Background: an optimization exercise with open tools, aiming at small area, a short achievable clock period and few clock cycles per item. Do not read the settings as production practice.
At most, simulation tests tie the RTL to the original design; equivalence was not proved.
No driver is modelled on the clock port, so clocking that relies on it looks cheaper here than on a real chip.
No activity file was given, so power comes from the tool's default toggle rates.

## sp_octet_tiled
module sp_octet_tiled
#(
   parameter int NUM_TG = 2,
   parameter int DW     = sp_octet_pkg::DW_DEF,
   parameter int KW     = 8
)
(
   input  logic                   clk,
   input  logic                   rstn,
   input  logic                   start,
   input  logic [KW-1:0]          k_steps,
   output logic                   busy,
   input  logic                   c_valid,
   output logic                   c_ready,
   input  logic [NUM_TG*4*DW-1:0] c_data,
   input  logic                   ab_valid,
   output logic                   ab_ready,
   input  logic [NUM_TG*4*DW-1:0] a_data,
   input  logic [NUM_TG*8-1:0]    idx_data,
   input  logic [8*DW-1:0]        b_data,
   output logic                   out_valid,
   input  logic                   out_ready,
   output logic [NUM_TG*4*DW-1:0] out_data
);
Size: roughly 7100 cells after synthesis, about 860 flip-flops, ~550 I/O pins, ~82000 sq um of cells after synthesis.
clock: 12.0 ns
lec_check: 0
cap_margin: 20
core_margin: 2
core_utilization: 60
slew_margin: 20
synth_hierarchical: 1
synth_minimum_keep_size: 0
standard.sh (not shown) runs the stock make flow with config.mk's settings and CLKGATE_MAP_FILE= SYNTH_SCRIPT=/design/flow/synth_recipe.tcl, a recipe that flattens the netlist after the stock synthesis.
==> flow/flow/run.sh <==
#!/bin/bash
# The standard layout (standard.sh: its synthesis, steps and constraints unchanged) with
# two settings of how the layout is made, read from flow/settings.txt:
#   SETUP_SLACK_MARGIN: ORFS's timing repair aims for this much setup slack at the design's
#     clock period, so it keeps improving the critical paths past what 12 ns needs.
#   BUFFER_PORTS_ARGS: the buffer cell that buffer_ports puts on every input and output port.
# Each tool's full output is in ORFS's log folder (orfs/logs/...); make's own output is kept in
# make.log here.
set -euo pipefail
source flow/settings.txt
bash standard.sh SETUP_SLACK_MARGIN="$MARGIN" BUFFER_PORTS_ARGS="-buffer_cell $PORT_BUF" finish > make.log 2>&1
==> flow/flow/settings.txt <==
MARGIN=8
PORT_BUF=sky130_fd_sc_hd__buf_1
Next try:
==> flow/flow/run.sh (replaced) <==
#!/bin/bash
# The standard layout (standard.sh: its synthesis, steps and constraints unchanged) with
# settings of how the layout is made, read from flow/settings.txt:
#   MARGIN: SETUP_SLACK_MARGIN, the setup slack ORFS's timing repair aims for at the design's
#     clock period, so it keeps improving the critical paths past what 12 ns needs.
#   PORT_BUF: the buffer cell that buffer_ports puts on every input and output port.
#   CTS_ARGS: the arguments of clock_tree_synthesis.
# Each tool's full output is in ORFS's log folder (orfs/logs/...); make's own output is kept in
# make.log here.
set -euo pipefail
source flow/settings.txt
bash standard.sh SETUP_SLACK_MARGIN="$MARGIN" BUFFER_PORTS_ARGS="-buffer_cell $PORT_BUF" \
   CTS_ARGS="$CTS_ARGS" finish > make.log 2>&1
==> flow/flow/settings.txt (replaced) <==
MARGIN=8
PORT_BUF=sky130_fd_sc_hd__buf_1
CTS_ARGS="-sink_clustering_enable -repair_clock_nets -dont_use_dummy_load"
Effect: Final cell count fell by 0.87%. Worst setup slack got worse by 30 ps. Power falls by 3.0%. Wire length barely changes. Combinational power stays flat. Final area drops by 0.80%. Synthesized area does not change.
Function was not checked in any run of this note: the RTL went through the layout flow alone.

Setup of north:
Another version of the RTL of sp_octet_tiled (not shown whole).
For scale: about 860 flip-flops, roughly 550 I/O pins, about 83000 sq um of cells after synthesis.
clock: 12.0 ns
lec_check: 0
cap_margin: 20
core_margin: 2
core_utilization: 60
place_density: 0.75
slew_margin: 20
synth_hierarchical: 1
synth_minimum_keep_size: 0
==> flow/flow/run.sh <==
#!/bin/bash
# The standard layout (standard.sh: its synthesis, steps and constraints unchanged) with
# settings of how the layout is made, read from flow/settings.txt:
#   MARGIN: SETUP_SLACK_MARGIN, the setup slack ORFS's timing repair aims for at the design's
#     clock period, so it keeps improving the critical paths past what 12 ns needs.
#   PORT_BUF: the buffer cell that buffer_ports puts on every input and output port.
#   CTS_ARGS: the arguments of clock_tree_synthesis.
# Each tool's full output is in ORFS's log folder (orfs/logs/...); make's own output is kept in
# make.log here.
set -euo pipefail
source flow/settings.txt
bash standard.sh SETUP_SLACK_MARGIN="$MARGIN" BUFFER_PORTS_ARGS="-buffer_cell $PORT_BUF" \
   CTS_ARGS="$CTS_ARGS" finish > make.log 2>&1
==> flow/flow/settings.txt <==
MARGIN=8
PORT_BUF=sky130_fd_sc_hd__buf_1
CTS_ARGS="-sink_clustering_enable -repair_clock_nets -dont_use_dummy_load"
Testbench counts of north, summed over its fixed seeds: cycles 4,491, tiles 512.
Here is what was changed in the inputs of south compared with north.
- CORE_UTILIZATION changed from 60 to 40
- PLACE_DENSITY removed (was 0.75)
==> flow/flow/run.sh <==
#!/bin/bash
# The standard layout (standard.sh: its synthesis, steps and constraints unchanged) with
# two settings of how the layout is made, read from flow/settings.txt:
#   SETUP_SLACK_MARGIN: ORFS's timing repair aims for this much setup slack at the design's
#     clock period, so it keeps improving the critical paths past what 12 ns needs.
#   BUFFER_PORTS_ARGS: the buffer cell that buffer_ports puts on every input and output port.
# Each tool's full output is in ORFS's log folder (orfs/logs/...); make's own output is kept in
# make.log here.
set -euo pipefail
source flow/settings.txt
bash standard.sh SETUP_SLACK_MARGIN="$MARGIN" BUFFER_PORTS_ARGS="-buffer_cell $PORT_BUF" finish > make.log 2>&1
==> flow/flow/settings.txt <==
MARGIN=8
PORT_BUF=sky130_fd_sc_hd__buf_1
==> run summary <==
Worst setup slack in south is 24 ps above north. When south is set beside north, its signed area change from the synthesized netlist to the final layout turns out to be 3.6 points larger. The worst hold slack across all endpoints reported for south is smaller than that of north by 6.3 ps. Going from north to south, number of detailed-route iterations in the first pass grows by 3. [compare] base=north new=south: placed cell count went up by 10%, total chip power now sits higher.
### south -> east
- CTS_CLUSTER_SIZE: unset -> 30
Notes after the runs:
- east reached the end of the flow, and the finished layout is clean on the timing, DRC and antenna checks.
- Diff south..east | count of clock-buffer cells in the layout | unchanged
- As far as max capacitance violation total goes, south and east are indistinguishable; the numbers are identical.
- Re non-clock buffer count: no difference whatsoever between east and south.
- Between east and south, the difference in clock power share is negligible.
- Diff south -> east: final weighted congestion in routability-driven placement held, share of total power in combinational logic has remained practically unchanged, post-layout minimum cycle time held steady, ratio of routed vias to standard cells neither gained nor lost much.
- From south to east, transition at the pin with the smallest max-transition slack did not move at all.
- As far as static leakage goes, south and east are indistinguishable; the numbers are identical.

## static timing again, ports no longer ideal
In the flow no input, the clock included, has a driving cell. The finished layouts below were timed again as built, in two steps.
Step 1 sets driving cells, clkbuf_16 on the clock port and buf_2 on the other inputs (assumed; they add their load-dependent delay and slew).
Step 2, shift: input delay + t, output delay - t, t = (earliest + latest rising clock arrival at the registers) / 2. This alone moves slack from input paths to output paths.
Slacks: no drivers / after step 1 / after step 2; pairs: no drivers / after step 1.
| run | shift t [ns] | setup slack, ns | worst register clock-pin slew, ns | worst slew at a driven data input, ns |
|---|---|---|---|---|
| the first run of note 1 | 0.831 | 8.020 / 8.020 / 7.265 | 0.07 / 0.07 | 0.21 |
| the second run of note 1 | 0.802 | 7.990 / 7.992 / 7.257 | 0.07 / 0.07 | 0.21 |
| north | 0.775 | 7.990 / 8.034 / 7.277 | 0.07 / 0.07 | 0.21 |
| south | 0.857 | 8.013 / 8.047 / 7.220 | 0.07 / 0.07 | 0.23 |
| east | 0.857 | 8.013 / 8.047 / 7.220 | 0.07 / 0.07 | 0.23 |
After both steps setup and hold are still met in every run listed.
